This design comes from an exercise in tuning for small area, a short achievable clock period and few clock cycles on the open sky130 flow, not from production work.
RTL that was checked went through simulation tests only; none was proved equivalent to the original.
For run 1, only the layout was checked, not whether the RTL still works.
Power and IR drop assume default switching activity.

==> flow/design.v, too long to show whole: its modules and the start of the top module <==
// module mvm_ctrl: 224 lines
// module mvm_cell: 29 lines
// module mvm_mac: 140 lines
// module mvm_mul_tree: 1714 lines
// module mvm_mul_fin: 416 lines
// module matrix_vector_multiply_top: 67 lines
module matrix_vector_multiply_top
(
    input  logic                 clk,
    input  logic                 rst_n,
    input  logic                 cfg_we,
    input  logic [CFG_IDX_W-1:0] cfg_index,
    input  logic [CFG_W-1:0]     cfg_data,
    input  logic                 in_valid,
    output logic                 in_ready,
    input  logic                 in_cmd,
    input  logic [VALUE_W-1:0]   in_value,
    output logic                 out_valid,
    input  logic                 out_ready,
    output logic [VALUE_W-1:0]   out_row_sum,
    output logic [ROW_W-1:0]     out_row_number,
    output logic                 out_last
);
  // ...
==> flow/run.sh <==
#!/bin/bash
# synth_recipe.tcl (not shown) runs the flow's synth.tcl, then flattens the netlist and writes it again
# the make line also repeats each setting of config.mk as NAME=value (left out here)
make -C /OpenROAD-flow-scripts/flow DESIGN_CONFIG=/design/flow/config.mk WORK_HOME=/design/flow/orfs CLKGATE_MAP_FILE= SYNTH_SCRIPT=/design/flow/synth_recipe.tcl finish
==> flow/config.mk <==
export PLATFORM = sky130hd
export DESIGN_NAME = matrix_vector_multiply_top
export DESIGN_NICKNAME = matrix_vector_multiply_top
export VERILOG_FILES = /design/flow/design.v
export SDC_FILE = /design/flow/constraint.sdc
export NUM_CORES = 4
export LEC_CHECK = 0
export CAP_MARGIN = 20
export CORE_MARGIN = 2
export CORE_UTILIZATION = 45
export PLACE_DENSITY = 0.6
export SETUP_SLACK_MARGIN = 5
export SLEW_MARGIN = 20
==> flow/constraint.sdc <==
create_clock -name core_clock -period 9.0 [get_ports {clk}]
set_input_delay 1.8000 -clock core_clock [delete_from_list [all_inputs] [get_ports {clk}]]
set_output_delay 1.8000 -clock core_clock [all_outputs]
set_load 0.01 [all_outputs]
==> summary.md, run 1 <==
| Metric | Value |
|---|---|
| Vias in the first global route | `71858` |
| Fin Setup TNS | `0 ns` |
| Multi-input combinational area share | `37.0%` |
| Multi-input combinational gate total | `4640` |
| Crit-path max cell delay | `0.69 ns` |
| Most Crowded Layer GR | `met2` |
| Top power group | `sequential cells` |
| FF-to-FF path depth | `9` |
| Clkbuf count | `378` |
| Arrival time at the worst endpoint | `4.70 ns` |
| P_seq | `13.6 mW` |
| Clock Sink Count | `2624` |
| Worst setup startpoint | `u_mac.op_a_reg[21]$_SDFF_PN0_` |
| Xor-xnor portion of the synthesized cell area | `6.22%` |
| Pre-antenna DRT Iters | `6` |
| Final cell area excluding filler cells | `0.111 mm^2` |
| Worst setup SP type | `register` |
| Tap Cells | `2854` |
| Final Slew Violations | `0` |
| Worst hold slack | `0.304 ns` |
| GRT Residual Overflow | `0` |
| Met1 Use GR | `38.8%` |
| Crit share post-route | `43.5%` |
| Status | `complete, no violations` |
| Top layer in use | `met4` |
| Comb pwr | `9.90 mW` |
| Buffer and inverter count on the worst path | `3` |
| Antenna diode count | `6` |
| Initial Util | `45.3%` |
| Clock-net power | `11.3 mW` |
| Worst hold path type | `register to register` |
| Sw Ratio | `33.9%` |
| Top delay family on crit path | `adder cells` |
| ClkCell Share | `7.98%` |
| Sequential cells | `2624` |
| Cells after DPL | `10784` |
| Grt met2 use | `49.3%` |
| Layout cells sized above 1 | `9.46%` |
==> module mvm_ctrl, before the edit <==
module mvm_ctrl
(
    input  logic                  clk,
    input  logic                  rst_n,
    input  logic                  cfg_we,
    input  logic [CFG_IDX_W-1:0]  cfg_index,
    input  logic [CFG_W-1:0]      cfg_data,
    input  logic                  in_valid,
    output logic                  in_ready,
    input  logic                  in_cmd,
    input  logic [VALUE_W-1:0]    in_value,
    input  logic                  res_taken,   
    output logic                  e_mat,       
    output logic [VALUE_W-1:0]    e_value,
    output logic [MAX_DIM-1:0]    e_hot,       
    output logic                  e_first,
    output logic                  e_emit,
    output logic                  wr_lo,
    output logic                  wr_hi,
    output logic [ROW_W-1:0]      res_row,
    output logic                  res_last
);
    logic [DIM_W-1:0] rows_reg, cols_reg;         
    logic [IDX_W-1:0] load_pos_reg, col_pos_reg, row_pos_reg;
    logic             l_over_reg, l_end_reg;      
    logic             k_over_reg, k_end_reg, k_first_reg;
    logic             w_over_reg, w_end_reg;
    logic             settle_reg;                 
    logic [IDX_W-1:0] phase_reg;
    logic             ready_reg;
    logic             pend_reg;                   
    logic             e_valid_reg, e_vec_reg;
    logic [VALUE_W-1:0] e_value_reg;
    logic [MAX_DIM-1:0] e_hot_reg;
    logic             e_first_reg, e_emit_reg;
    logic [ROW_W-1:0] res_row_reg;
    logic             res_last_reg;
    logic [DIM_W-1:0] cfg_eff;
    logic [IDX_W-1:0] l_idx, k_idx, w_idx;
    logic             accept, acc_vec, acc_mat;
    logic             c_one, r_one, l_end2, k_end2, w_end2;
    logic             f_l_over, f_l_end, f_k_over, f_k_end, f_k_first, f_w_over, f_w_end;
    logic             n_l_over, n_l_end, n_k_over, n_k_end, n_k_first, n_w_over, n_w_end;
    logic [IDX_W-1:0] load_pos_next, col_pos_next, row_pos_next;
    logic [IDX_W-1:0] place_vec, place_mat;
    logic [MAX_DIM-1:0] hot_vec, hot_mat, hot_hold;
    logic             wait_now, wait_keep, wait_next, pot_next, pend_next;
    assign cfg_eff = (cfg_data == '0) ? DIM_W'(1) : (cfg_data > 7'd64) ? DIM_W'(64) : cfg_data;
    always_ff @(posedge clk or negedge rst_n)
    begin
        if (!rst_n)
        begin
            rows_reg <= DIM_W'(DIM_RESET);
            cols_reg <= DIM_W'(DIM_RESET);
        end
        else if (cfg_we)
        begin
            if (cfg_index == REG_ROWS)
                rows_reg <= cfg_eff;
            else
                cols_reg <= cfg_eff;
        end
    end
    assign accept  = in_valid && ready_reg;
    assign acc_vec = accept && (in_cmd == CMD_VECTOR);
    assign acc_mat = accept && (in_cmd == CMD_MATRIX);
    assign l_idx   = l_over_reg ? '0 : load_pos_reg;
    assign k_idx   = k_over_reg ? '0 : col_pos_reg;
    assign w_idx   = w_over_reg ? '0 : row_pos_reg;
    always_comb
    begin
        load_pos_next = load_pos_reg;
        col_pos_next  = col_pos_reg;
        row_pos_next  = row_pos_reg;
        if (acc_vec)
        begin
            load_pos_next = l_end_reg ? '0 : l_idx + IDX_W'(1);
            col_pos_next  = '0;
            row_pos_next  = '0;
        end
        else if (acc_mat)
        begin
            load_pos_next = '0;
            col_pos_next  = k_end_reg ? '0 : k_idx + IDX_W'(1);
            row_pos_next  = !k_end_reg ? w_idx : w_end_reg ? '0 : w_idx + IDX_W'(1);
        end
    end
    always_comb
    begin
        f_l_over  = {1'b0, load_pos_reg} >= cols_reg;
        f_k_over  = {1'b0, col_pos_reg} >= cols_reg;
        f_w_over  = {1'b0, row_pos_reg} >= rows_reg;
        f_l_end   = f_l_over ? (cols_reg == DIM_W'(1)) : ({1'b0, load_pos_reg} + DIM_W'(1) >= cols_reg);
        f_k_end   = f_k_over ? (cols_reg == DIM_W'(1)) : ({1'b0, col_pos_reg} + DIM_W'(1) >= cols_reg);
        f_w_end   = f_w_over ? (rows_reg == DIM_W'(1)) : ({1'b0, row_pos_reg} + DIM_W'(1) >= rows_reg);
        f_k_first = f_k_over || (col_pos_reg == '0);
    end
    always_comb
    begin
        c_one  = (cols_reg == DIM_W'(1));
        r_one  = (rows_reg == DIM_W'(1));
        l_end2 = {1'b0, l_idx} + DIM_W'(2) >= cols_reg;
        k_end2 = {1'b0, k_idx} + DIM_W'(2) >= cols_reg;
        w_end2 = {1'b0, w_idx} + DIM_W'(2) >= rows_reg;
        n_l_over  = l_over_reg;
        n_l_end   = l_end_reg;
        n_k_over  = k_over_reg;
        n_k_end   = k_end_reg;
        n_k_first = k_first_reg;
        n_w_over  = w_over_reg;
        n_w_end   = w_end_reg;
        if (settle_reg)
        begin
            n_l_over  = f_l_over;
            n_l_end   = f_l_end;
            n_k_over  = f_k_over;
            n_k_end   = f_k_end;
            n_k_first = f_k_first;
            n_w_over  = f_w_over;
            n_w_end   = f_w_end;
        end
        else if (acc_vec)
        begin
            n_l_over  = 1'b0;
            n_l_end   = l_end_reg ? c_one : l_end2;
            n_k_over  = 1'b0;
            n_k_end   = c_one;
            n_k_first = 1'b1;
            n_w_over  = 1'b0;
            n_w_end   = r_one;
        end
        else if (acc_mat)
        begin
            n_l_over  = 1'b0;
            n_l_end   = c_one;
            n_k_over  = 1'b0;
            n_k_end   = k_end_reg ? c_one : k_end2;
            n_k_first = k_end_reg;
            n_w_over  = 1'b0;
            n_w_end   = !k_end_reg ? w_end_reg : w_end_reg ? r_one : w_end2;
        end
    end
    always_comb
    begin
        place_vec = l_idx - phase_reg - IDX_W'(1);
        place_mat = k_idx - phase_reg - IDX_W'(1);
        for (int i = 0; i < MAX_DIM; i++)
        begin
            hot_vec[i]  = (place_vec == IDX_W'(i));
            hot_mat[i]  = (place_mat == IDX_W'(i));
            hot_hold[i] = e_hot_reg[(i + 1) % MAX_DIM];
        end
    end
    assign wait_now  = e_valid_reg && e_vec_reg && !(e_hot_reg[0] || e_hot_reg[MAX_DIM/2]);
    assign wait_keep = wait_now && !(e_hot_reg[1] || e_hot_reg[MAX_DIM/2+1]);
    assign wait_next = acc_vec ? (place_vec[IDX_W-2:0] != '0) : (!accept && wait_keep);
    assign pot_next  = settle_reg || n_k_end;
    assign pend_next = (acc_mat && k_end_reg) || (pend_reg && !res_taken);
    always_ff @(posedge clk or negedge rst_n)
    begin
        if (!rst_n)
        begin
            load_pos_reg <= '0;
            col_pos_reg  <= '0;
            row_pos_reg  <= '0;
            l_over_reg   <= 1'b0;
            l_end_reg    <= 1'b0;
            k_over_reg   <= 1'b0;
            k_end_reg    <= 1'b0;
            k_first_reg  <= 1'b1;
            w_over_reg   <= 1'b0;
            w_end_reg    <= 1'b0;
            settle_reg   <= 1'b0;
            phase_reg    <= '0;
            ready_reg    <= 1'b0;
            pend_reg     <= 1'b0;
            e_valid_reg  <= 1'b0;
        end
        else
        begin
            load_pos_reg <= load_pos_next;
            col_pos_reg  <= col_pos_next;
            row_pos_reg  <= row_pos_next;
            l_over_reg   <= n_l_over;
            l_end_reg    <= n_l_end;
            k_over_reg   <= n_k_over;
            k_end_reg    <= n_k_end;
            k_first_reg  <= n_k_first;
            w_over_reg   <= n_w_over;
            w_end_reg    <= n_w_end;
            settle_reg   <= cfg_we;
            phase_reg    <= phase_reg + IDX_W'(1);
            ready_reg    <= !cfg_we && !wait_next && !(pot_next && pend_next);
            pend_reg     <= pend_next;
            e_valid_reg  <= accept || wait_now;
        end
    end
    always_ff @(posedge clk)
    begin
        if (accept)
        begin
            e_vec_reg   <= (in_cmd == CMD_VECTOR);
            e_value_reg <= in_value;
            e_first_reg <= k_first_reg;
            e_emit_reg  <= k_end_reg;
        end
        e_hot_reg <= !accept ? hot_hold : (in_cmd == CMD_VECTOR) ? hot_vec : hot_mat;
        if (acc_mat && k_end_reg)
        begin
            res_row_reg  <= w_idx;
            res_last_reg <= w_end_reg;
        end
    end
    assign in_ready = ready_reg;
    assign e_mat    = e_valid_reg && !e_vec_reg;
    assign e_value  = e_value_reg;
    assign e_hot    = e_hot_reg;
    assign e_first  = e_first_reg;
    assign e_emit   = e_emit_reg;
    assign wr_lo    = e_valid_reg && e_vec_reg && e_hot_reg[0];
    assign wr_hi    = e_valid_reg && e_vec_reg && e_hot_reg[MAX_DIM/2];
    assign res_row  = res_row_reg;
    assign res_last = res_last_reg;
endmodule
==> run 2, diff against run 1 <==
--- a/flow/design.v
+++ b/flow/design.v
@@ -59,8 +59,8 @@
     logic             f_l_over, f_l_end, f_k_over, f_k_end, f_k_first, f_w_over, f_w_end;
     logic             n_l_over, n_l_end, n_k_over, n_k_end, n_k_first, n_w_over, n_w_end;
     logic [IDX_W-1:0] load_pos_next, col_pos_next, row_pos_next;
-    logic [IDX_W-1:0] place_vec, place_mat;
-    logic [MAX_DIM-1:0] hot_vec, hot_mat, hot_hold;
+    logic [IDX_W-1:0] place_vec, place_in;
+    logic [MAX_DIM-1:0] hot_in, hot_hold;
     logic             wait_now, wait_keep, wait_next, pot_next, pend_next;
     assign cfg_eff = (cfg_data == '0) ? DIM_W'(1) : (cfg_data > 7'd64) ? DIM_W'(64) : cfg_data;
     always_ff @(posedge clk or negedge rst_n)
@@ -160,11 +160,10 @@
     always_comb
     begin
         place_vec = l_idx - phase_reg - IDX_W'(1);
-        place_mat = k_idx - phase_reg - IDX_W'(1);
+        place_in  = ((in_cmd == CMD_VECTOR) ? l_idx : k_idx) - phase_reg - IDX_W'(1);
         for (int i = 0; i < MAX_DIM; i++)
         begin
-            hot_vec[i]  = (place_vec == IDX_W'(i));
-            hot_mat[i]  = (place_mat == IDX_W'(i));
+            hot_in[i]   = (place_in == IDX_W'(i));
             hot_hold[i] = e_hot_reg[(i + 1) % MAX_DIM];
         end
     end
@@ -221,7 +220,7 @@
             e_first_reg <= k_first_reg;
             e_emit_reg  <= k_end_reg;
         end
-        e_hot_reg <= !accept ? hot_hold : (in_cmd == CMD_VECTOR) ? hot_vec : hot_mat;
+        e_hot_reg <= accept ? hot_in : hot_hold;
         if (acc_mat && k_end_reg)
         begin
             res_row_reg  <= w_idx;
==> flow/flow/run.sh (new file) <==
#!/bin/bash
set -euo pipefail
bash standard.sh SETUP_SLACK_MARGIN=5.6 finish > make.log 2>&1
==> flow/standard.sh (new file) <==
#!/bin/bash
# synth_recipe.tcl (not shown) runs the flow's synth.tcl, then flattens the netlist and writes it again
# the make line also repeats each setting of config.mk as NAME=value (left out here)
make -C /OpenROAD-flow-scripts/flow DESIGN_CONFIG=/design/flow/config.mk WORK_HOME=/design/flow/orfs CLKGATE_MAP_FILE= SYNTH_SCRIPT=/design/flow/synth_recipe.tcl "${@:-finish}"
--- a/flow/config.mk
+++ b/flow/config.mk
@@ -8,6 +8,9 @@
 export CAP_MARGIN = 20
 export CORE_MARGIN = 2
 export CORE_UTILIZATION = 45
+export CTS_BUF_LIST = sky130_fd_sc_hd__clkbuf_16
+export CTS_CLUSTER_DIAMETER = 50
+export CTS_CLUSTER_SIZE = 28
 export PLACE_DENSITY = 0.6
 export SETUP_SLACK_MARGIN = 5
 export SLEW_MARGIN = 20
removed: flow/run.sh
==> run 2 against run 1 <==
- die area is essentially flat
- cell area grew 0.94%
- area after synthesis is essentially flat
- register-to-register slack gained 0.19 ns
- via count grew 0.35%
- clock power shrank 15%
- flip-flop and latch count is the same
- hold slack gained 0.0019 ns
- global-route usage grew 0.11 points
- setup slack gained 0.19 ns
- final cell count is essentially flat
- critical path type unchanged
- largest cell class unchanged
- largest power group unchanged
==> summary.md, run 2 <==
| Metric | Value |
|---|---|
| Fin Setup TNS | `0 ns (unchanged)` |
| H-tree Lvls | `4 (was 5)` |
| CP required | `9.80 ns (was 9.79 ns)` |
| Clock Sink Count | `2624 (unchanged)` |
| Clock latency on the worst-skew pair | `0.91 ns (was 0.97 ns)` |
| FF-to-FF End | `u_mac.prod_reg[62]$_DFF_P_ (was u_mac.part_reg[86]$_DFF_P_)` |
| FMAX | `269 MHz (was 256 MHz)` |
| Sw Ratio | `34.6% (was 33.9%)` |
| Post-Route WL | `357 mm (was 355 mm)` |
| Most common cell after layout, fill and taps aside | `dfxtp_1 (unchanged)` |
| Reg clk slew, reported paths | `0.10 ns (was 0.06 ns)` |
| Final cell area excluding filler cells | `0.112 mm^2 (was 0.111 mm^2)` |
| Synth area leaders | `dfxtp_1 51%, fa_1 8.6%, a22oi_1 5.9% (unchanged)` |
| Clock period minus worst slack | `3.72 ns (was 3.91 ns)` |
| TritonCTS buffer count | `188 (was 279)` |
| Final Slew Violations | `0 (unchanged)` |
| I/O Pins | `87 (unchanged)` |
| # rows | `171 (unchanged)` |
| Final nets | `8972 (was 8962)` |
| Adder-Cell Fraction of Synth Area | `12.2% (about the same)` |
| Post-Synth Simple-Gate Area | `4.78% (was 4.69%)` |
| Top delay family on crit path | `compound AO/OA/AOI/OAI gates (was adder cells)` |
| Synthesized net count | `9009 (was 9010)` |
| Vias in the first global route | `71495 (was 71858)` |
| Max-slew headroom | `24.0% (was 22.0%)` |
| Cell Area, Synth | `0.0982 mm^2 (about the same)` |
| Worst min-delay path startpoint | `u_store.ring[1713]$_DFF_P_ (was u_store.ring[496]$_DFF_P_)` |
| Area Overhead vs Synth | `14.0% (was 12.9%)` |
| Seq/Total Area, Yosys | `54.6% (about the same)` |
| Largest family of logic cells by synthesized area | `compound AO/OA/AOI/OAI gates (unchanged)` |
| Die height | `471 um (about the same)` |
| Top cells by count, synth | `2489 x dfxtp_1, 767 x a22oi_1, 488 x clkbuf_1, 424 x fa_1 (was 2489 x dfxtp_1, 768 x a22oi_1, 498 x clkbuf_1, 426 x xor2_1, 424 x fa_1)` |
| DR DRC count | `0 (unchanged)` |
| Filler cell count in the final layout | `18594 (was 18787)` |
| Register bit total from synthesis | `2624 (unchanged)` |
| WL/cell | `31.7 um (was 31.5 um)` |
| Crit-path max cell delay | `0.57 ns (was 0.69 ns)` |
| Pin count of the biggest net entering global routing | `91 (was 90)` |
| Max reg flops | `2048 (unchanged)` |
| Post-synth top area share | `50.8% (was 50.7%)` |
| Hold Path Depth | `0 (unchanged)` |
| Status | `complete, no violations (unchanged)` |
| Avg Cell Area, Syn | `11.9 um^2 (about the same)` |
| Total power | `31.6 mW (was 34.8 mW)` |
| Count leader, synth | `dfxtp_1 (unchanged)` |
| Worst hold slack | `0.306 ns (was 0.304 ns)` |
| Clk buf depth | `3 (was 4)` |
| DIE AREA | `0.222 mm^2 (about the same)` |
| Clock power frac | `30.3% (was 32.5%)` |
| Endpoints failing hold | `0 (unchanged)` |
| CP max-delay cell | `fa_1 (was dfxtp_1)` |
| Final Wtd Congestion | `0.893 (was 0.891)` |
| Clock Skew | `0.0677 ns (was 0.0906 ns)` |
| Initial drt markers | `8632 (was 8666)` |
| CORE AREA | `0.217 mm^2 (unchanged)` |
| Max_cap viols | `0 (unchanged)` |
| Comb pwr share | `28.5% (was 28.4%)` |
| Crit share post-route | `41.4% (was 43.5%)` |
| Switching power total | `10.9 mW (was 11.8 mW)` |
| Ys Warns | `3 (unchanged)` |
| Worst hold path type | `register to register (unchanged)` |
| Buffer and inverter count on the worst path | `0 (was 3)` |
| Post-synth EDFFs | `81 (unchanged)` |
| Worst-path fanout max | `5 (was 22)` |
| Post-DP HPWL | `212 mm (was 213 mm)` |
| Arrival time at the worst endpoint | `4.52 ns (was 4.70 ns)` |
| R2r startpoint | `u_mac.part_reg[161]$_DFF_P_ (was u_mac.op_a_reg[21]$_SDFF_PN0_)` |
| GRT Residual Overflow | `0 (unchanged)` |
| GRT Overall Usage | `31.1% (was 31.0%)` |
| FF-to-FF path depth | `13 (was 9)` |
| Internal power | `20.7 mW (was 23.0 mW)` |
| Hold Path Sink | `u_store.ring[1681]$_DFF_P_ (was u_store.ring[464]$_DFF_P_)` |
| Multiplexer share of the synthesized area | `0.865% (was 0.852%)` |
| Die Wd | `471 um (about the same)` |
| Setup-failing EPs final | `0 (unchanged)` |
| Worst setup EP type | `register (unchanged)` |
| Worst setup SP type | `register (unchanged)` |
| Initial antenna violation count | `17 (was 10)` |
| Layout cells sized above 1 | `12.2% (was 9.46%)` |
| Complex-gate fraction of the synthesized area | `17.5% (was 17.7%)` |
| CTS tree | `yes (unchanged)` |
| Vias/cell | `6.29 (was 6.26)` |
| Leakage | `44.0 nW (was 44.2 nW)` |
| Maximum VDD drop | `0.232 mV (was 0.208 mV)` |
| RSZ-0062 raised after global routing | `yes (was no)` |
| Commonest cells after routing, fill and taps aside | `2403 x dfxtp_1, 761 x a22oi_1, 417 x inv_1 (was 2403 x dfxtp_1, 768 x a22oi_1, 426 x xor2_1)` |
| I/O Buffers | `86 (unchanged)` |
| Final WS setup | `5.28 ns (was 5.09 ns)` |
| Hold Buf Count CTS | `0 (unchanged)` |
| FFs w/ async S/R, synth | `2.06% (unchanged)` |
| Post-DP Area | `0.102 mm^2 (about the same)` |
| Mapped Cells | `8264 (unchanged)` |
| Top_reg_cell synth | `dfxtp_1 (unchanged)` |
| Leading area contributor after synthesis | `dfxtp_1 (unchanged)` |
| CTS root buffer | `clkbuf_16 (unchanged)` |
| Via Count | `70773 (was 70528)` |
| Initial Util | `45.3% (about the same)` |
| Pwr/cell area | `282 mW/mm^2 (was 314 mW/mm^2)` |
| Flop2flop setup slack | `5.28 ns (was 5.09 ns)` |
| Cell count along the critical path | `13 (was 9)` |
| Routed Antenna Nets | `0 (unchanged)` |
| Xor-xnor portion of the synthesized cell area | `6.24% (was 6.22%)` |
| Place WS | `4.13 ns (was 3.89 ns)` |
| Worst-path cell chain | `fa_1 -> fa_1 -> ha_4 -> a21o_1 -> a21o_1 -> a21oi_2 -> a21oi_1 -> nand3_1 -> a21oi_4 -> o211a_1 -> o31a_1 -> o211ai_2 -> xnor2_1 (was buf_4 -> a22oi_1 -> xnor2_1 -> fa_1 -> inv_1 -> fa_1 -> fa_1 -> inv_1 -> fa_1)` |
| Pre-antenna DRT Iters | `7 (was 6)` |
| Count of different cell masters after synthesis | `91 (was 85)` |
| Reg power frac | `41.2% (was 39.1%)` |
| Actual slew at the worst max-slew pin | `1.14 ns (was 1.17 ns)` |
| First-pass GRT wire length | `505 mm (was 504 mm)` |
| Critical path type | `register to register (unchanged)` |
==> run 2: how the worst max path moves through the flow <==
| stage | slack (ns) | endpoint | start |
|---|---|---|---|
| floorplan | 5.34 | u_ctrl.e_hot_reg[48]$_DFF_P_ | in_cmd |
| finish | 5.28 | u_mac.prod_reg[62]$_DFF_P_ | u_mac.part_reg[161]$_DFF_P_ |
| detailed placement | 4.13 | u_ctrl.e_hot_reg[41]$_DFF_P_ | in_cmd |
| global route | 5.20 | u_mac.prod_reg[62]$_DFF_P_ | u_mac.part_reg[161]$_DFF_P_ |
| CTS | 5.30 | u_mac.prod_reg[55]$_DFF_P_ | u_mac.part_reg[31]$_DFF_P_ |
| global placement | 4.10 | u_ctrl.e_hot_reg[44]$_DFF_P_ | in_cmd |
==> run 2: power groups by stage <==
stage | Sequential (mW) | Combinational (mW) | Clock, mW
2_1_floorplan | 12.9 | 5.56 | 0
3_3_place_gp | 13.3 | 7.56 | 0
3_5_place_dp | 13.3 | 7.66 | 0
4_1_cts | 13.0 | 8.35 | 9.63
5_1_grt | 13.1 | 9.71 | 10.1
6_report | 13.0 | 9.00 | 9.58
==> run 2: final cells by class <==
cell class	instances	area, um^2	share of cell area (%)
tap	2854	3570	3.19
sequential	2624	53700	48.0
antenna	10	25.0	0.0224
inverter	417	1570	1.40
clock buffer	191	4780	4.27
timing repair buffer	349	3530	3.15
multi-input combinational	4647	42400	37.9
clock inverter	164	2360	2.10
==> run 2: cells by family (layout without fill, tap and decap cells) <==
logic type               Yosys count  after routing
AO/OA/AOI/OAI                   2251           2251
XOR/XNOR                         700            700
adder cells (fa/ha/maj)          699            699
buffers and inverters            993           1121
flip-flops                      2624           2624
multiplexers                      76             76
other                              0             10
AND/OR/NAND/NOR                  921            921
==> run 2: what timing repair did <==
action	CTS	global route
pin swaps	85	81
gates cloned	2	1
gates resized for setup	288	222
endpoints found under the setup margin	287	159
setup buffers	65	32
==> run 2: stage by stage <==
| step | instances | util, % |
|---|---|---|
| 5_1_grt | 11247 | 51.6 |
| 3_3_place_gp | 10789 | 47.0 |
| 4_1_cts | 11213 | 51.1 |
| 2_1_floorplan | 8264 | - |
| 6_report | 11256 | 51.6 |
| 3_5_place_dp | 10791 | 47.0 |
==> run 2: per-layer routing <==
metal  up-vias  wire, um  track usage [%]
met5         -        41                0
li1      29585         -                -
met3      1338     34400             6.43
met4         6     23400             18.0
met2      4572    166000             50.9
met1     35272    133000             38.1
Testbench counts of run 2, summed over its fixed seeds: cycles 167,194.
==> run 3, diff against run 2 <==
==> flow/run.sh (new file) <==
#!/bin/bash
# synth_recipe.tcl (not shown) runs the flow's synth.tcl, then flattens the netlist and writes it again
# the make line also repeats each setting of config.mk as NAME=value (left out here)
make -C /OpenROAD-flow-scripts/flow DESIGN_CONFIG=/design/flow/config.mk WORK_HOME=/design/flow/orfs CLKGATE_MAP_FILE= SYNTH_SCRIPT=/design/flow/synth_recipe.tcl finish
removed: flow/flow/run.sh
removed: flow/standard.sh
==> run 3 against run 2 <==
- global-route usage fell by 0.48 points
- flip-flop and latch count did not move
- register-to-register slack got worse by 0.18 ns
- die area did not move
- largest power group unchanged
==> summary.md, run 3 <==
| Metric | Value |
|---|---|
| Pre-antenna DRT Iters | `6 (was 7)` |
| Leading area contributor after synthesis | `dfxtp_1 (unchanged)` |
| FF-to-FF path depth | `14 (was 13)` |
| Pwr/cell area | `277 mW/mm^2 (was 282 mW/mm^2)` |
| CORE AREA | `0.217 mm^2 (unchanged)` |
| I/O Pins | `87 (unchanged)` |
| Register bit total from synthesis | `2624 (unchanged)` |
| Fin Setup TNS | `0 ns (unchanged)` |
| Clock Skew | `0.0556 ns (was 0.0677 ns)` |
| Critical path type | `register to register (unchanged)` |
| Mapped Cells | `8264 (unchanged)` |
| Avg Cell Area, Syn | `11.9 um^2 (unchanged)` |
| Vias/cell | `6.23 (was 6.29)` |
| Hold Path Sink | `u_store.ring[1352]$_DFF_P_ (was u_store.ring[1681]$_DFF_P_)` |
| R2r startpoint | `u_mac.part_reg[95]$_DFF_P_ (was u_mac.part_reg[161]$_DFF_P_)` |
| WL/cell | `31.4 um (was 31.7 um)` |
| Final Wtd Congestion | `0.893 (about the same)` |
| Final cell area excluding filler cells | `0.109 mm^2 (was 0.112 mm^2)` |
| Seq. cell area | `0.0537 mm^2 (about the same)` |
| Filler cell count in the final layout | `18823 (was 18594)` |
| Flop2flop setup slack | `5.10 ns (was 5.28 ns)` |
| Ys Warns | `3 (unchanged)` |
| Leakage | `43.1 nW (was 44.0 nW)` |
| Most common cell after layout, fill and taps aside | `dfxtp_1 (unchanged)` |
| Setup-failing EPs final | `0 (unchanged)` |
| Place WS | `3.96 ns (was 4.13 ns)` |
| Initial antenna violation count | `13 (was 17)` |
| Worst hold slack | `0.325 ns (was 0.306 ns)` |
| Worst min-delay path startpoint | `u_store.ring[1384]$_DFF_P_ (was u_store.ring[1713]$_DFF_P_)` |
| Seq/Total Area, Yosys | `54.6% (unchanged)` |
| Endpoints failing hold | `0 (unchanged)` |
| Core Util, Final | `50.3% (was 51.6%)` |
| Post-synth EDFFs | `81 (unchanged)` |
| FF-to-FF End | `u_mac.prod_reg[55]$_DFF_P_ (was u_mac.prod_reg[62]$_DFF_P_)` |
| Max reg flops | `2048 (unchanged)` |
| Worst setup SP type | `register (unchanged)` |
| FFs w/ async S/R, synth | `2.06% (unchanged)` |
| Maximum VDD drop | `0.253 mV (was 0.232 mV)` |
| Top cells by count, synth | `2489 x dfxtp_1, 767 x a22oi_1, 488 x clkbuf_1, 424 x fa_1 (unchanged)` |
| Clock latency on the worst-skew pair | `0.89 ns (was 0.91 ns)` |
| Cells after DPL | `10786 (was 10791)` |
| First-pass GRT wire length | `496 mm (was 505 mm)` |
| Initial Util | `45.3% (unchanged)` |
| Initial drt markers | `7692 (was 8632)` |
| DIE AREA | `0.222 mm^2 (unchanged)` |
| Worst-path fanout max | `8 (was 5)` |
| DR DRC count | `0 (unchanged)` |
| Post-Route WL | `350 mm (was 357 mm)` |
| GRT Residual Overflow | `0 (unchanged)` |
| Clock period minus worst slack | `3.90 ns (was 3.72 ns)` |
| Pin count of the biggest net entering global routing | `91 (unchanged)` |
| Count leader, synth | `dfxtp_1 (unchanged)` |
| Area of the multi-input gates | `0.0410 mm^2 (was 0.0424 mm^2)` |
| Final WS setup | `5.10 ns (was 5.28 ns)` |
| CP required | `9.79 ns (was 9.80 ns)` |
| Status | `complete, no violations (unchanged)` |
| Actual slew at the worst max-slew pin | `1.18 ns (was 1.14 ns)` |
| Synth area leaders | `dfxtp_1 51%, fa_1 8.6%, a22oi_1 5.9% (unchanged)` |
| Post-DP Area | `0.102 mm^2 (about the same)` |
| Clk buf depth | `3 (unchanged)` |
| FMAX | `256 MHz (was 269 MHz)` |
| Crit share post-route | `43.3% (was 41.4%)` |
| Routed Antenna Nets | `0 (unchanged)` |
| CTS root buffer | `clkbuf_16 (unchanged)` |
| Synthesized net count | `9009 (unchanged)` |
| Via Count | `69589 (was 70773)` |
| Post-DP HPWL | `214 mm (was 212 mm)` |
| RSZ-0062 raised after global routing | `yes (unchanged)` |
| Vias in the first global route | `69805 (was 71495)` |
| Cell Area, Synth | `0.0982 mm^2 (unchanged)` |
| Hold Buf Count CTS | `0 (unchanged)` |
| I/O Buffers | `86 (unchanged)` |
| Max-slew headroom | `21.1% (was 24.0%)` |
| Hold Path Depth | `0 (unchanged)` |
| Die height | `471 um (unchanged)` |
| Layout cells sized above 1 | `9.00% (was 12.2%)` |
| CTS tree | `yes (unchanged)` |
| # rows | `171 (unchanged)` |
| Worst setup EP type | `register (unchanged)` |
| Worst hold path type | `register to register (unchanged)` |
| TritonCTS buffer count | `190 (was 188)` |
| GRT Overall Usage | `30.6% (was 31.1%)` |
| Total power | `30.2 mW (was 31.6 mW)` |
| Count of different cell masters after synthesis | `91 (unchanged)` |
| Top_reg_cell synth | `dfxtp_1 (unchanged)` |
| Finished Layout Cells | `11164 (was 11256)` |
| Post-synth top area share | `50.8% (unchanged)` |
| Final nets | `8877 (was 8972)` |
| H-tree Lvls | `4 (unchanged)` |
| Area Overhead vs Synth | `11.1% (was 14.0%)` |
| Reg clk slew, reported paths | `0.09 ns (was 0.10 ns)` |
| Final Slew Violations | `0 (unchanged)` |
| Clock Sink Count | `2624 (unchanged)` |
| Die Wd | `471 um (unchanged)` |
| Max_cap viols | `0 (unchanged)` |
| Commonest cells after routing, fill and taps aside | `2405 x dfxtp_1, 767 x a22oi_1, 422 x inv_1, 422 x fa_1, 415 x xor2_1 (was 2403 x dfxtp_1, 761 x a22oi_1, 417 x inv_1)` |
| Arrival time at the worst endpoint | `4.69 ns (was 4.52 ns)` |
run 3: cell type report:
cell class	instances	area share, %
diodes	11	0.0252
flip-flops and latches	2624	49.3
repair buffers	252	1.95
multi-input cells	4647	37.6
clock buffers	191	4.38
inverters	417	1.44
clock inverters	168	2.02
well taps	2854	3.28
run 3: worst max path at each step:
stage	start	end	slack, ns	depth (start not counted)
2_1_floorplan	in_cmd	u_ctrl.e_hot_reg[0]$_DFF_P_	5.02	10
3_3_place_gp	in_cmd	u_ctrl.e_hot_reg[3]$_DFF_P_	3.91	10
3_5_place_dp	in_cmd	u_ctrl.e_hot_reg[7]$_DFF_P_	3.96	10
4_1_cts	u_mac.part_reg[25]$_DFF_P_	u_mac.prod_reg[56]$_DFF_P_	4.99	14
5_1_grt	u_mac.part_reg[25]$_DFF_P_	u_mac.prod_reg[56]$_DFF_P_	4.92	14
6_report	u_mac.part_reg[95]$_DFF_P_	u_mac.prod_reg[55]$_DFF_P_	5.10	14
run 3: repair_timing:
item	in CTS	in global routing
pin swaps	4	9
endpoints found under the setup margin	73	32
resized for setup	13	31
setup buffers	3	5
run 3: where the power goes:
| group | switching [mW] | leakage, nW | internal (mW) |
|---|---|---|---|
| combinational | 4.80 | 18.1 | 2.97 |
| clock | 4.87 | 3.39 | 4.53 |
| sequential | 0.631 | 21.6 | 12.4 |
run 3: worst max-delay path, cell delays in order, from the launching register on:
cell	delay [ns]
dfxtp_1	0.32
fa_1	0.47
fa_1	0.58
ha_2	0.34
a21o_1	0.18
a21o_1	0.16
a21o_1	0.21
a2111oi_4	0.39
nor3_2	0.10
o31ai_2	0.22
buf_4	0.16
a31oi_1	0.10
o21a_1	0.22
o32ai_2	0.23
xnor2_1	0.14
run 3: cells by family (layout without fill, tap and decap cells):
kind of cell | Yosys count | after routing | synth area share [%]
AOI/OAI and AO/OA | 2251 | 2251 | 17.5
buffers and inverters | 993 | 1028 | 3.81
other | 0 | 11 | 0
xor gates and xnor gates | 700 | 700 | 6.24
and+or+nand+nor | 921 | 921 | 4.78
DFF | 2624 | 2624 | 54.6
adders and majority gates | 699 | 699 | 12.2
muxes | 76 | 76 | 0.865
run 3: routing by layer:
layer / part of all wire, % / global-route usage (%)
met5: 0.025 / 0
met4: 6.4 / 17.3
met3: 9.2 / 6.33
met2: 46 / 49.3
met1: 38 / 38.3
==> run 4, diff against run 3 <==
--- a/flow/config.mk
+++ b/flow/config.mk
@@ -7,10 +7,10 @@
 export LEC_CHECK = 0
 export CAP_MARGIN = 20
 export CORE_MARGIN = 2
-export CORE_UTILIZATION = 45
+export CORE_UTILIZATION = 60
 export CTS_BUF_LIST = sky130_fd_sc_hd__clkbuf_16
 export CTS_CLUSTER_DIAMETER = 50
 export CTS_CLUSTER_SIZE = 28
-export PLACE_DENSITY = 0.6
+export PLACE_DENSITY = 0.75
 export SETUP_SLACK_MARGIN = 5
 export SLEW_MARGIN = 20
==> run 4 against run 3 <==
- core utilization is 15 points higher
- critical path depth fell by 1
- sequential share of layout area increased by 1.1 points
==> summary.md, run 4 <==
| Metric | Value |
|---|---|
| Status | `complete, no violations (unchanged)` |
| GRT Overall Usage | `37.5% (was 30.6%)` |
| Worst-path fanout max | `8 (unchanged)` |
| Core Util, Final | `65.6% (was 50.3%)` |
| CP required | `9.72 ns (was 9.79 ns)` |
| Avg Cell Area, Syn | `11.9 um^2 (unchanged)` |
| Comb pwr share | `26.3% (was 25.7%)` |
| Initial antenna violation count | `12 (was 13)` |
| Cell Area, Synth | `0.0982 mm^2 (unchanged)` |
| Place WS | `3.82 ns (was 3.96 ns)` |
| Crit path to | `u_mac.prod_reg[55]$_DFF_P_ (unchanged)` |
| Seq. cell area | `0.0537 mm^2 (about the same)` |
| Clock Skew | `0.0585 ns (was 0.0556 ns)` |
| Routed Antenna Nets | `0 (unchanged)` |
| Leakage | `42.4 nW (was 43.1 nW)` |
| Clk buf depth | `3 (unchanged)` |
| Reg power frac | `45.4% (was 43.1%)` |
| Internal power | `19.0 mW (was 19.9 mW)` |
| Initial Util | `60.4% (was 45.3%)` |
| Post-synth EDFFs | `81 (unchanged)` |
| I/O Buffers | `86 (unchanged)` |
| Post-Synth Simple-Gate Area | `4.78% (unchanged)` |
| Final nets | `8828 (was 8877)` |
| Clock power frac | `28.3% (was 31.1%)` |
| Post-DP HPWL | `199 mm (was 214 mm)` |
| Critical path type | `register to register (unchanged)` |
| Complex-gate fraction of the synthesized area | `17.5% (unchanged)` |
| Worst setup startpoint | `u_mac.part_reg[31]$_DFF_P_ (was u_mac.part_reg[95]$_DFF_P_)` |
| Area Overhead vs Synth | `8.65% (was 11.1%)` |
| Reg clk slew, reported paths | `0.10 ns (was 0.09 ns)` |
| Vias in the first global route | `70638 (was 69805)` |
| Multiplexer share of the synthesized area | `0.865% (unchanged)` |
| Layout cells sized above 1 | `8.05% (was 9.00%)` |
| Pwr/cell area | `271 mW/mm^2 (was 277 mW/mm^2)` |
| Endpoints failing hold | `0 (unchanged)` |
| FMAX | `256 MHz (about the same)` |
| Top delay family on crit path | `compound AO/OA/AOI/OAI gates (unchanged)` |
| Vias/cell | `6.78 (was 6.23)` |
| Ys Warns | `3 (unchanged)` |
| Clock Sink Count | `2624 (unchanged)` |
| Pre-antenna DRT Iters | `9 (was 6)` |
| Worst-path cell chain | `fa_1 -> fa_1 -> ha_2 -> a21o_1 -> a21o_1 -> a21o_1 -> a2111oi_4 -> nor3_1 -> o31ai_2 -> a31oi_2 -> o21a_1 -> o32ai_2 -> xnor2_1 (was fa_1 -> fa_1 -> ha_2 -> a21o_1 -> a21o_1 -> a21o_1 -> a2111oi_4 -> nor3_2 -> o31ai_2 -> buf_4 -> a31oi_1 -> o21a_1 -> o32ai_2 -> xnor2_1)` |
| Post-DP Area | `0.101 mm^2 (was 0.102 mm^2)` |
| Count leader, synth | `dfxtp_1 (unchanged)` |
| Worst setup SP type | `register (unchanged)` |
| Final Wtd Congestion | `0.944 (was 0.893)` |
| Largest family of logic cells by synthesized area | `compound AO/OA/AOI/OAI gates (unchanged)` |
| Final WS setup | `5.09 ns (was 5.10 ns)` |
| Top_reg_cell synth | `dfxtp_1 (unchanged)` |
| Buffer and inverter count on the worst path | `0 (was 1)` |
| Commonest cells after routing, fill and taps aside | `2395 x dfxtp_1, 767 x a22oi_1, 424 x fa_1 (was 2405 x dfxtp_1, 767 x a22oi_1, 422 x inv_1, 422 x fa_1, 415 x xor2_1)` |
| Cell count along the critical path | `13 (was 14)` |
| Register bit total from synthesis | `2624 (unchanged)` |
| Area of the multi-input gates | `0.0410 mm^2 (about the same)` |
| Synthesized net count | `9009 (unchanged)` |
| Hold Buf Count CTS | `0 (unchanged)` |
| RSZ-0062 raised after global routing | `yes (unchanged)` |
| Initial drt markers | `9521 (was 7692)` |
| CTS tree | `yes (unchanged)` |
| Final cell area excluding filler cells | `0.107 mm^2 (was 0.109 mm^2)` |
| Top cells by count, synth | `2489 x dfxtp_1, 767 x a22oi_1, 488 x clkbuf_1, 424 x fa_1 (unchanged)` |
| I/O Pins | `87 (unchanged)` |
| Seq/Total Area, Yosys | `54.6% (unchanged)` |
| Xor-xnor portion of the synthesized cell area | `6.24% (unchanged)` |
| Clock latency on the worst-skew pair | `0.87 ns (was 0.89 ns)` |
| TritonCTS buffer count | `161 (was 190)` |
| Met2 wire len | `142 mm (was 161 mm)` |
| Most common cell after layout, fill and taps aside | `dfxtp_1 (unchanged)` |
| DR DRC count | `0 (unchanged)` |
| CP max-delay cell | `fa_1 (unchanged)` |
| Count of different cell masters after synthesis | `91 (unchanged)` |
| DIE AREA | `0.167 mm^2 (was 0.222 mm^2)` |
| WL/cell | `30.9 um (was 31.4 um)` |
| FF-to-FF End | `u_mac.prod_reg[55]$_DFF_P_ (unchanged)` |
| Max reg flops | `2048 (unchanged)` |
| Top layer in use | `met5 (unchanged)` |
| Flop2flop setup slack | `5.09 ns (was 5.10 ns)` |
| Post-Route WL | `321 mm (was 350 mm)` |
| M1 wire length | `116 mm (was 134 mm)` |
| Synth area leaders | `dfxtp_1 51%, fa_1 8.6%, a22oi_1 5.9% (unchanged)` |
| CORE AREA | `0.163 mm^2 (was 0.217 mm^2)` |
| Maximum VDD drop | `0.249 mV (was 0.253 mV)` |
| Crit-path max cell delay | `0.55 ns (was 0.58 ns)` |
| Pin count of the biggest net entering global routing | `91 (unchanged)` |
| GRT Residual Overflow | `0 (unchanged)` |
| CP most frequent cell | `a21o_1 (unchanged)` |
| Die height | `409 um (was 471 um)` |
| WL met3 | `40.6 mm (was 32.1 mm)` |
| H-tree Lvls | `4 (unchanged)` |
| Switching power total | `9.84 mW (was 10.3 mW)` |
| Die Wd | `409 um (was 471 um)` |
| Mapped Cells | `8264 (unchanged)` |
| Max-slew headroom | `19.7% (was 21.1%)` |
| Setup-failing EPs final | `0 (unchanged)` |
| # rows | `148 (was 171)` |
| Actual slew at the worst max-slew pin | `1.19 ns (was 1.18 ns)` |
| Final Slew Violations | `0 (unchanged)` |
| R2r startpoint | `u_mac.part_reg[31]$_DFF_P_ (was u_mac.part_reg[95]$_DFF_P_)` |
| Crit share post-route | `43.4% (was 43.3%)` |
| Via Count | `70449 (was 69589)` |
| Adder-Cell Fraction of Synth Area | `12.2% (unchanged)` |
| FF-to-FF path depth | `13 (was 14)` |
| First-pass GRT wire length | `465 mm (was 496 mm)` |
| Arrival time at the worst endpoint | `4.62 ns (was 4.69 ns)` |
| CTS root buffer | `clkbuf_16 (unchanged)` |
| Max_cap viols | `0 (unchanged)` |
| Worst hold path type | `register to register (unchanged)` |
| Leading area contributor after synthesis | `dfxtp_1 (unchanged)` |
| Sw Ratio | `34.1% (about the same)` |
| Worst setup EP type | `register (unchanged)` |
| Clock period minus worst slack | `3.91 ns (was 3.90 ns)` |
| Post-synth top area share | `50.8% (unchanged)` |
| FFs w/ async S/R, synth | `2.06% (unchanged)` |
| Filler cell count in the final layout | `12167 (was 18823)` |
| Fin Setup TNS | `0 ns (unchanged)` |
==> run 4: final cells by class <==
class                           count  area share (%)
Clock inverter                    131            1.52
Tap cell                         2175            2.55
Inverter                          417            1.47
Sequential cell                  2624            50.4
Clock buffer                      162            3.80
Multi-Input combinational cell   4647            38.4
Antenna cell                        5          0.0117
Timing Repair Buffer              232            1.85
==> run 4: kinds of logic after synthesis <==
kind of cell	Yosys count
multiplexers	76
adder cells (fa/ha/maj)	699
XOR/XNOR	700
buffers and inverters	993
AND/OR/NAND/NOR	921
flip-flops	2624
AO/OA/AOI/OAI	2251
==> run 4: power by group through the flow <==
stage               clock, mW  sequential, mW  combinational [mW]
floorplan                   0            12.9                5.45
finish                   8.18            13.1                7.59
detailed placement          0            13.3                7.34
CTS                      8.18            13.1                7.38
global route             8.61            13.1                8.25
global placement            0            13.3                7.21
==> run 4: per-stage QoR <==
stage                     hold WS (ns)  total power [mW]  instances
final                            0.324              28.9      10393
after global routing             0.326              30.0      10388
after CTS                        0.323              28.6      10384
after detailed placement         0.336              20.7      10090
after global placement           0.332              20.5      10090
after floorplan                  0.310              18.3       8264
==> run 4: repair_timing <==
item	CTS	global route
setup endpoints to repair	89	89
cloned	0	0
gates resized for setup	11	23
pin swaps	2	9
setup buffers	1	4
==> run 4: layer usage <==
layer	vias up	global-route usage [%]
met1	34260	46.7
met5	-	0
met2	5378	58.5
met3	1534	10.5
met4	10	22.1
li1	29267	-
==> run 4: worst min-delay path by stage <==
stage,startpoint,endpoint,slack [ns],cells past startpoint
final,u_store.ring[156]$_DFF_P_,u_store.ring[124]$_DFF_P_,0.32,0
after CTS,u_store.ring[156]$_DFF_P_,u_store.ring[124]$_DFF_P_,0.32,0
after floorplan,u_mac.op_first_reg$_DFF_P_,u_mac.part_first_reg$_DFF_P_,0.31,0
after detailed placement,u_mac.part_emit_reg$_DFF_PN0_,u_mac.prod_emit_reg$_DFF_PN0_,0.34,0
after global placement,u_store.ring[835]$_DFF_P_,u_store.ring[803]$_DFF_P_,0.33,0
after global routing,u_store.ring[156]$_DFF_P_,u_store.ring[124]$_DFF_P_,0.33,0
==> run 5, diff against run 4 <==
==> flow/flow/run.sh (new file) <==
#!/bin/bash
set -euo pipefail
bash standard.sh SETUP_SLACK_MARGIN=5.6 finish > make.log 2>&1
==> flow/standard.sh (new file) <==
#!/bin/bash
# synth_recipe.tcl (not shown) runs the flow's synth.tcl, then flattens the netlist and writes it again
# the make line also repeats each setting of config.mk as NAME=value (left out here)
make -C /OpenROAD-flow-scripts/flow DESIGN_CONFIG=/design/flow/config.mk WORK_HOME=/design/flow/orfs CLKGATE_MAP_FILE= SYNTH_SCRIPT=/design/flow/synth_recipe.tcl "${@:-finish}"
removed: flow/run.sh
==> run 5 against run 4 <==
- highest routed layer unchanged
- largest cell class unchanged
- register-to-register slack better by 0.18 ns
- final cell count up 0.98%
- flip-flop and latch count is the same
- critical endpoint is now u_mac.prod_reg[62]$_DFF_P_
- still clean
- non-clock buffer count up 99
- sequential power hardly changed
==> summary.md, run 5 <==
| Metric | Value |
|---|---|
| Avg Cell Area, Syn | `11.9 um^2 (unchanged)` |
| Commonest cells after routing, fill and taps aside | `2397 x dfxtp_1, 763 x a22oi_1, 420 x inv_1, 420 x fa_1 (was 2395 x dfxtp_1, 767 x a22oi_1, 424 x fa_1)` |
| Mapped Cells | `8264 (unchanged)` |
| Max_cap viols | `0 (unchanged)` |
| Leakage | `43.3 nW (was 42.4 nW)` |
| Vias in the first global route | `71269 (was 70638)` |
| Top_reg_cell synth | `dfxtp_1 (unchanged)` |
| Synthesized net count | `9009 (unchanged)` |
| Final Slew Violations | `0 (unchanged)` |
| Status | `complete, no violations (unchanged)` |
| Clk buf depth | `3 (unchanged)` |
| FF-to-FF End | `u_mac.prod_reg[62]$_DFF_P_ (was u_mac.prod_reg[55]$_DFF_P_)` |
| RSZ-0062 raised after global routing | `yes (unchanged)` |
| Internal power | `20.0 mW (was 19.0 mW)` |
| Pwr/cell area | `279 mW/mm^2 (was 271 mW/mm^2)` |
| Post-synth EDFFs | `81 (unchanged)` |
| Worst-path fanout max | `4 (was 8)` |
| Top cells by count, synth | `2489 x dfxtp_1, 767 x a22oi_1, 488 x clkbuf_1, 424 x fa_1 (unchanged)` |
| Final nets | `8928 (was 8828)` |
| H-tree Lvls | `4 (unchanged)` |
| Post-DP Area | `0.101 mm^2 (about the same)` |
| Initial antenna violation count | `9 (was 12)` |
| Area Overhead vs Synth | `11.5% (was 8.65%)` |
| Clock Sink Count | `2624 (unchanged)` |
| I/O Pins | `87 (unchanged)` |
| R2r startpoint | `u_mac.part_reg[147]$_DFF_P_ (was u_mac.part_reg[31]$_DFF_P_)` |
| Critical path type | `register to register (unchanged)` |
| Sw Ratio | `34.6% (was 34.1%)` |
| CORE AREA | `0.163 mm^2 (unchanged)` |
| Register bit total from synthesis | `2624 (unchanged)` |
| Clock Skew | `0.0811 ns (was 0.0585 ns)` |
| DR DRC count | `0 (unchanged)` |
| Count leader, synth | `dfxtp_1 (unchanged)` |
| Clock latency on the worst-skew pair | `0.89 ns (was 0.87 ns)` |
| Most common cell after layout, fill and taps aside | `dfxtp_1 (unchanged)` |
| Filler cell count in the final layout | `11718 (was 12167)` |
| Max reg flops | `2048 (unchanged)` |
| Vias/cell | `6.79 (was 6.78)` |
| Leading area contributor after synthesis | `dfxtp_1 (unchanged)` |
| Crit share post-route | `41.4% (was 43.4%)` |
| Initial Util | `60.4% (unchanged)` |
| Arrival time at the worst endpoint | `4.50 ns (was 4.62 ns)` |
| Hold Path Depth | `0 (unchanged)` |
| Worst min-delay path startpoint | `u_store.ring[1959]$_DFF_P_ (was u_store.ring[156]$_DFF_P_)` |
| Comb pwr share | `29.9% (was 26.3%)` |
| Switching power total | `10.5 mW (was 9.84 mW)` |
| FF-to-FF path depth | `15 (was 13)` |
| Layout cells sized above 1 | `11.1% (was 8.05%)` |
| Flop2flop setup slack | `5.27 ns (was 5.09 ns)` |
| Post-synth top area share | `50.8% (unchanged)` |
| Clock period minus worst slack | `3.73 ns (was 3.91 ns)` |
| FFs w/ async S/R, synth | `2.06% (unchanged)` |
| Worst setup SP type | `register (unchanged)` |
| Post-Route WL | `330 mm (was 321 mm)` |
| Post-DP HPWL | `197 mm (was 199 mm)` |
| Hold Buf Count CTS | `0 (unchanged)` |
| # rows | `148 (unchanged)` |
| Final Wtd Congestion | `0.958 (was 0.944)` |
| Seq/Total Area, Yosys | `54.6% (unchanged)` |
| Routed Antenna Nets | `0 (unchanged)` |
| Pin count of the biggest net entering global routing | `91 (unchanged)` |
| Final cell area excluding filler cells | `0.109 mm^2 (was 0.107 mm^2)` |
| Max-slew headroom | `12.8% (was 19.7%)` |
| Via Count | `71310 (was 70449)` |
| Die height | `409 um (unchanged)` |
| Reg power frac | `42.6% (was 45.4%)` |
| Hold Path Sink | `u_store.ring[1927]$_DFF_P_ (was u_store.ring[124]$_DFF_P_)` |
| GRT Residual Overflow | `0 (unchanged)` |
| CTS root buffer | `clkbuf_16 (unchanged)` |
| GRT Overall Usage | `38.0% (was 37.5%)` |
| TritonCTS buffer count | `162 (was 161)` |
| First-pass GRT wire length | `471 mm (was 465 mm)` |
| Endpoints failing hold | `0 (unchanged)` |
| Die Wd | `409 um (unchanged)` |
| Count of different cell masters after synthesis | `91 (unchanged)` |
| I/O Buffers | `86 (unchanged)` |
| Actual slew at the worst max-slew pin | `1.30 ns (was 1.19 ns)` |
| CTS tree | `yes (unchanged)` |
| WL/cell | `31.4 um (was 30.9 um)` |
| Clock power frac | `27.4% (was 28.3%)` |
| Fin Setup TNS | `0 ns (unchanged)` |
| Initial drt markers | `10540 (was 9521)` |
| Synth area leaders | `dfxtp_1 51%, fa_1 8.6%, a22oi_1 5.9% (unchanged)` |
| FMAX | `268 MHz (was 256 MHz)` |
| CP required | `9.77 ns (was 9.72 ns)` |
| Setup-failing EPs final | `0 (unchanged)` |
| Worst hold path type | `register to register (unchanged)` |
| Ys Warns | `3 (unchanged)` |
| Reg clk slew, reported paths | `0.10 ns (about the same)` |
| Cell Area, Synth | `0.0982 mm^2 (unchanged)` |
| Maximum VDD drop | `0.353 mV (was 0.249 mV)` |
| DIE AREA | `0.167 mm^2 (unchanged)` |
| Worst setup EP type | `register (unchanged)` |
| Pre-antenna DRT Iters | `10 (was 9)` |
[run 5: how the worst max path moves through the flow]
stage | start | cells past startpoint | slack (ns) | endpoint
after floorplan | in_cmd | 11 | 5.34 | u_ctrl.e_hot_reg[48]$_DFF_P_
after global placement | in_valid | 8 | 3.60 | u_ctrl.w_end_reg$_DFFE_PN0P_
after detailed placement | in_valid | 8 | 3.55 | u_ctrl.w_end_reg$_DFFE_PN0P_
after CTS | u_mac.part_reg[147]$_DFF_P_ | 15 | 5.32 | u_mac.prod_reg[62]$_DFF_P_
after global routing | u_mac.part_reg[147]$_DFF_P_ | 15 | 5.17 | u_mac.prod_reg[62]$_DFF_P_
final | u_mac.part_reg[147]$_DFF_P_ | 15 | 5.27 | u_mac.prod_reg[62]$_DFF_P_
[run 5: layout make-up]
cell class / instances / area, um^2 / share of cell area [%]
inverters: 417 / 1580 / 1.44
multi-input cells: 4647 / 42200 / 38.6
repair buffers: 331 / 3240 / 2.96
well taps: 2175 / 2720 / 2.49
clock buffers: 162 / 4050 / 3.70
flip-flops and latches: 2624 / 53800 / 49.1
diodes: 7 / 17.5 / 0.0160
clock inverters: 132 / 1870 / 1.71
[run 5: critical path, cell delays in order, from the launching register on]
cell	delay [ns]
dfxtp_2	0.32
fa_1	0.52
inv_1	0.05
fa_1	0.49
inv_2	0.05
ha_4	0.24
a21oi_4	0.18
nand2_1	0.08
o31a_1	0.40
o31ai_4	0.20
buf_6	0.17
a21oi_4	0.07
o211a_1	0.26
o31a_1	0.28
o211ai_2	0.19
xnor2_1	0.14
[run 5: metal layers]
metal / vias up / GRT usage (%) / wire length (um)
li1: 29456 / - / -
met1: 34798 / 47.3 / 117000
met3: 1551 / 10.7 / 42300
met2: 5497 / 59.0 / 146000
met4: 8 / 23.1 / 24800
met5: - / 0.259 / 47
[run 5: cell families (layout without fill, tap and decap cells)]
family                   Yosys count  count (layout)  synth area share [%]
other                              0               7                     0
XOR/XNOR                         700             700                  6.24
AO/OA/AOI/OAI                   2251            2251                  17.5
flip-flops                      2624            2624                  54.6
buffers and inverters            993            1042                  3.81
adder cells (fa/ha/maj)          699             699                  12.2
AND/OR/NAND/NOR                  921             921                  4.78
multiplexers                      76              76                 0.865
[run 5: power groups by stage]
stage / clock (mW) / sequential, mW / combinational (mW)
after global routing: 8.81 / 13.0 / 9.79
after CTS: 8.36 / 13.0 / 8.21
after floorplan: 0 / 12.9 / 5.56
after global placement: 0 / 13.2 / 7.40
final: 8.37 / 13.0 / 9.12
after detailed placement: 0 / 13.2 / 7.56
[run 5: stage by stage]
stage                     cells  utilization [%]  hold WS (ns)  worst slack, ns  power [mW]
final                     10495             67.3         0.299             5.27        30.5
after global routing      10489             67.3         0.303             5.17        31.6
after CTS                 10445             66.5         0.298             5.32        29.5
after detailed placement  10095             62.1         0.336             3.55        20.8
after global placement    10095             62.1         0.333             3.60        20.6
after floorplan            8264                -         0.310             5.34        18.4
[run 5: timing repair]
action,4_1_cts,5_1_grt
hold endpoints to repair,0,0
pin swaps,84,87
buffers inserted,53,40
endpoints found under the setup margin,337,179
cloned,3,3
resized for setup,207,218
==> module mvm_mac, before the edit <==
module mvm_mac
(
    input  logic                      clk,
    input  logic                      rst_n,
    input  logic                      e_mat,
    input  logic [VALUE_W-1:0]        e_value,
    input  logic [VALUE_W-1:0]        e_x,
    input  logic                      e_first,
    input  logic                      e_emit,
    input  logic [ROW_W-1:0]          res_row,
    input  logic                      res_last,
    output logic                      out_valid,
    input  logic                      out_ready,
    output logic [VALUE_W-1:0]        row_sum,
    output logic [ROW_W-1:0]          row_number,
    output logic                      last
);
    localparam int ND = VALUE_W / 2;      
    logic [VALUE_W-1:0]        op_a_reg;
    logic [ND-1:0]             op_one_reg, op_two_reg, op_neg_reg;
    logic                      op_first_reg, op_emit_reg;
    logic [3:0][PROD_W-1:0]    part_reg;
    logic                      part_first_reg, part_emit_reg;
    logic [PROD_W-1:0]         prod_reg;
    logic                      prod_emit_reg;
    logic [PROD_W-1:0]         acc_reg;           
    logic                      sat_pos_reg, sat_neg_reg;   
    logic                      keep_reg, max_reg, min_reg;  
    logic                      fin_emit_reg;
    logic                      out_valid_reg;
    logic [VALUE_W-1:0]        row_sum_reg, row_sum_next;
    logic [ROW_W-1:0]          row_number_reg;
    logic                      last_reg;
    logic [VALUE_W:0]          xb;
    logic [ND-1:0]             one, two, neg;
    logic [3:0][PROD_W-1:0]    part;
    logic [PROD_W-1:0]         fin0, fin1;
    logic [PROD_W-1:0]         acc_base;
    logic [PROD_W:0]           acc_wide;
    logic                      ovf_pos, ovf_neg;
    logic [PROD_W-FRAC_W-1:0]  acc_shift;
    always_comb
    begin
        xb = {e_x, 1'b0};
        for (int i = 0; i < ND; i++)
        begin
            one[i] = xb[2*i+1] ^ xb[2*i];
            two[i] = (xb[2*i+2] & ~xb[2*i+1] & ~xb[2*i]) | (~xb[2*i+2] & xb[2*i+1] & xb[2*i]);
            neg[i] = xb[2*i+2];
        end
    end
    mvm_mul_tree u_tree (
        .a   (op_a_reg),
        .one (op_one_reg),
        .two (op_two_reg),
        .neg (op_neg_reg),
        .r0  (part[0]),
        .r1  (part[1]),
        .r2  (part[2]),
        .r3  (part[3])
    );
    mvm_mul_fin u_fin (
        .r0 (part_reg[0]),
        .r1 (part_reg[1]),
        .r2 (part_reg[2]),
        .r3 (part_reg[3]),
        .s0 (fin0),
        .s1 (fin1)
    );
    always_ff @(posedge clk or negedge rst_n)
    begin
        if (!rst_n)
        begin
            op_emit_reg   <= 1'b0;
            part_emit_reg <= 1'b0;
            prod_emit_reg <= 1'b0;
            fin_emit_reg  <= 1'b0;
            out_valid_reg <= 1'b0;
        end
        else
        begin
            op_emit_reg   <= e_mat && e_emit;
            part_emit_reg <= op_emit_reg;
            prod_emit_reg <= part_emit_reg;
            fin_emit_reg  <= prod_emit_reg;
            out_valid_reg <= fin_emit_reg || (out_valid_reg && !out_ready);
        end
    end
    always_comb
    begin
        for (int i = 0; i < PROD_W; i++)
            acc_base[i] = (keep_reg && acc_reg[i]) || ((i == PROD_W - 1) ? min_reg : max_reg);
        acc_wide = {acc_base[PROD_W-1], acc_base} + {prod_reg[PROD_W-1], prod_reg};
        ovf_pos  = !acc_wide[PROD_W] && acc_wide[PROD_W-1];
        ovf_neg  = acc_wide[PROD_W] && !acc_wide[PROD_W-1];
    end
    always_ff @(posedge clk)
    begin
        op_a_reg       <= e_mat ? e_value : '0;
        op_one_reg     <= one;
        op_two_reg     <= two;
        op_neg_reg     <= neg;
        op_first_reg   <= e_mat && e_first;
        part_reg       <= part;
        part_first_reg <= op_first_reg;
        prod_reg       <= fin0 + fin1;
        acc_reg        <= acc_wide[PROD_W-1:0];
        sat_pos_reg    <= ovf_pos;
        sat_neg_reg    <= ovf_neg;
        keep_reg       <= !part_first_reg && !ovf_pos && !ovf_neg;
        max_reg        <= !part_first_reg && ovf_pos;
        min_reg        <= !part_first_reg && ovf_neg;
    end
    always_comb
    begin
        acc_shift = acc_reg[PROD_W-1:FRAC_W];
        if (sat_pos_reg)
            row_sum_next = {1'b0, {(VALUE_W-1){1'b1}}};
        else if (sat_neg_reg)
            row_sum_next = {1'b1, {(VALUE_W-1){1'b0}}};
        else if (acc_shift[PROD_W-FRAC_W-1:VALUE_W-1] == '0 || acc_shift[PROD_W-FRAC_W-1:VALUE_W-1] == '1)
            row_sum_next = acc_shift[VALUE_W-1:0];
        else
            row_sum_next = acc_shift[PROD_W-FRAC_W-1] ? {1'b1, {(VALUE_W-1){1'b0}}}
                                                      : {1'b0, {(VALUE_W-1){1'b1}}};
    end
    always_ff @(posedge clk)
    begin
        if (fin_emit_reg)
        begin
            row_sum_reg    <= row_sum_next;
            row_number_reg <= res_row;
            last_reg       <= res_last;
        end
    end
    assign out_valid  = out_valid_reg;
    assign row_sum    = row_sum_reg;
    assign row_number = row_number_reg;
    assign last       = last_reg;
endmodule
==> run 6, diff against run 5 <==
--- a/flow/design.v
+++ b/flow/design.v
@@ -292,6 +292,8 @@
     logic                      op_first_reg, op_emit_reg;
     logic [3:0][PROD_W-1:0]    part_reg;
     logic                      part_first_reg, part_emit_reg;
+    logic [1:0][PROD_W-1:0]    two_reg;
+    logic                      two_first_reg, two_emit_reg;
     logic [PROD_W-1:0]         prod_reg;
     logic                      prod_emit_reg;
     logic [PROD_W-1:0]         acc_reg;           
@@ -344,6 +346,7 @@
         begin
             op_emit_reg   <= 1'b0;
             part_emit_reg <= 1'b0;
+            two_emit_reg  <= 1'b0;
             prod_emit_reg <= 1'b0;
             fin_emit_reg  <= 1'b0;
             out_valid_reg <= 1'b0;
@@ -352,7 +355,8 @@
         begin
             op_emit_reg   <= e_mat && e_emit;
             part_emit_reg <= op_emit_reg;
-            prod_emit_reg <= part_emit_reg;
+            two_emit_reg  <= part_emit_reg;
+            prod_emit_reg <= two_emit_reg;
             fin_emit_reg  <= prod_emit_reg;
             out_valid_reg <= fin_emit_reg || (out_valid_reg && !out_ready);
         end
@@ -374,13 +378,15 @@
         op_first_reg   <= e_mat && e_first;
         part_reg       <= part;
         part_first_reg <= op_first_reg;
-        prod_reg       <= fin0 + fin1;
+        two_reg        <= {fin1, fin0};
+        two_first_reg  <= part_first_reg;
+        prod_reg       <= two_reg[0] + two_reg[1];
         acc_reg        <= acc_wide[PROD_W-1:0];
         sat_pos_reg    <= ovf_pos;
         sat_neg_reg    <= ovf_neg;
-        keep_reg       <= !part_first_reg && !ovf_pos && !ovf_neg;
-        max_reg        <= !part_first_reg && ovf_pos;
-        min_reg        <= !part_first_reg && ovf_neg;
+        keep_reg       <= !two_first_reg && !ovf_pos && !ovf_neg;
+        max_reg        <= !two_first_reg && ovf_pos;
+        min_reg        <= !two_first_reg && ovf_neg;
     end
     always_comb
     begin
==> run 6 against run 5 <==
- clock skew shrank 0.015 ns
- highest routed layer unchanged
- first-iteration DRC count increased by 13%
- largest cell class unchanged
- still clean on timing, DRC and antenna
- flip-flop and latch count is 118 higher
==> summary.md, run 6 <==
| Metric | Value |
|---|---|
| Status | `complete, no violations (unchanged)` |
| Vias in the first global route | `72653 (was 71269)` |
| Most common cell after layout, fill and taps aside | `dfxtp_1 (unchanged)` |
| Multiplexer share of the synthesized area | `0.876% (was 0.865%)` |
| Commonest cells after routing, fill and taps aside | `2502 x dfxtp_1, 779 x a22oi_1, 449 x inv_1 (was 2397 x dfxtp_1, 763 x a22oi_1, 420 x inv_1, 420 x fa_1)` |
| Via Count | `73449 (was 71310)` |
| Die height | `413 um (was 409 um)` |
| DIE AREA | `0.171 mm^2 (was 0.167 mm^2)` |
| Post-DP HPWL | `207 mm (was 197 mm)` |
| Die Wd | `413 um (was 409 um)` |
| Count leader, synth | `dfxtp_1 (unchanged)` |
| WL/cell | `32.5 um (was 31.4 um)` |
| Leakage | `44.3 nW (was 43.3 nW)` |
| Top layer in use | `met5 (unchanged)` |
| Fin Setup TNS | `0 ns (unchanged)` |
| Initial Util | `60.3% (was 60.4%)` |
| Area Overhead vs Synth | `11.0% (was 11.5%)` |
| Vias/cell | `6.90 (was 6.79)` |
| Post-Route WL | `345 mm (was 330 mm)` |
| Worst hold slack | `0.315 ns (was 0.299 ns)` |
| Maximum VDD drop | `0.200 mV (was 0.353 mV)` |
| I/O Pins | `87 (unchanged)` |
| Post-synth top area share | `51.9% (was 50.8%)` |
| Pin count of the biggest net entering global routing | `68 (was 91)` |
| Flop2flop setup slack | `5.51 ns (was 5.27 ns)` |
| Actual slew at the worst max-slew pin | `1.33 ns (was 1.30 ns)` |
| Clock latency on the worst-skew pair | `0.90 ns (was 0.89 ns)` |
| Top cells by count, synth | `2606 x dfxtp_1, 785 x a22oi_1, 497 x clkbuf_1, 443 x inv_1, 428 x xor2_1 (was 2489 x dfxtp_1, 767 x a22oi_1, 488 x clkbuf_1, 424 x fa_1)` |
| Clock Skew | `0.0658 ns (was 0.0811 ns)` |
| CORE AREA | `0.167 mm^2 (was 0.163 mm^2)` |
| Final Slew Violations | `0 (unchanged)` |
| Hold Path Depth | `0 (unchanged)` |
| GRT Residual Overflow | `0 (unchanged)` |
| Post-synth EDFFs | `81 (unchanged)` |
[run 6: cell count changes after synthesis, sizes merged, moves of 12 or more]
cell | previous run | this run
dfxtp | 2489 | 2606
inv | 417 | 444
a22oi | 767 | 785
a21oi | 170 | 155
a221oi | 382 | 368
xnor2 | 285 | 272
xor2 | 415 | 428
nor2b | 31 | 19
o21ai | 168 | 156
[run 6: layout make-up]
class	count	area share (%)
Clock inverter	138	1.79
Tap cell	2204	2.47
Inverter	445	1.51
Antenna cell	7	0.0157
Clock buffer	179	4.01
Timing Repair Buffer	284	2.58
Multi-Input combinational cell	4640	37.3
Sequential cell	2742	50.3
[run 6: logic make-up after synthesis]
family	Yosys count
adder cells (fa/ha/maj)	699
AO/OA/AOI/OAI	2255
AND/OR/NAND/NOR	907
XOR/XNOR	700
multiplexers	79
flip-flops	2742
buffers and inverters	1031
[run 6: power by group]
| group | switching [mW] | leakage [nW] | internal [mW] |
|---|---|---|---|
| combinational | 4.64 | 18.6 | 2.94 |
| clock | 4.90 | 3.13 | 4.15 |
| sequential | 0.790 | 22.6 | 13.0 |
| total | 10.3 | 44.3 | 20.1 |
[run 6: through the flow]
stage | std cells | total power, mW | setup slack (ns) | cell area (um^2) | util (%)
floorplan | 8413 | 18.6 | 5.30 | 101000 | -
global placement | 10270 | 20.7 | 4.06 | 103000 | 62.0
detailed placement | 10270 | 20.8 | 3.99 | 103000 | 62.0
CTS | 10600 | 29.8 | 5.56 | 110000 | 66.2
global route | 10634 | 31.5 | 5.50 | 112000 | 66.9
finish | 10639 | 30.4 | 5.51 | 112000 | 66.9
[run 6: how the worst max path moves through the flow]
stage,cells after the start,from,endpoint
finish,8,u_ctrl.e_hot_reg[54]$_DFF_P_,u_mac.op_one_reg[8]$_DFF_P_
global route,12,u_mac.keep_reg$_DFF_P_,u_mac.acc_reg[49]$_DFF_P_
CTS,13,u_mac.keep_reg$_DFF_P_,u_mac.max_reg$_DFF_P_
detailed placement,10,in_cmd,u_ctrl.e_hot_reg[40]$_DFF_P_
global placement,10,in_cmd,u_ctrl.e_hot_reg[42]$_DFF_P_
floorplan,11,in_cmd,u_ctrl.e_hot_reg[48]$_DFF_P_
[run 6: repair_timing]
item / CTS / global route
endpoints found under the setup margin: 261 / 128
pin swaps: 8 / 45
buffers inserted: 12 / 31
gates resized for setup: 158 / 179
gates cloned: 1 / 1
hold buffers: 0 / 0
[run 6: metal layers]
metal,vias up,track usage [%]
met5,-,0
met4,14,26.7
met3,1963,13.4
met2,6124,59.0
li1,29851,-
met1,35497,47.9
[run 6: critical path, stage by stage, from the launching register on]
cell	delay [ns]
dfxtp_2	0.49
buf_4	0.34
buf_4	0.33
a22o_1	0.24
a221oi_1	0.26
nand3_1	0.14
nor4_1	0.89
nand2_1	0.35
xor2_1	0.26
Testbench counts of run 6, summed over its fixed seeds: cycles 167,971.

Setup slack of run 6, layout unchanged: 5.514 ns with ideal ports, 5.514 ns with driving cells assumed (clock clkbuf_16, inputs buf_2), 4.810 ns with port delays also shifted by the 0.958 ns mid clock arrival.
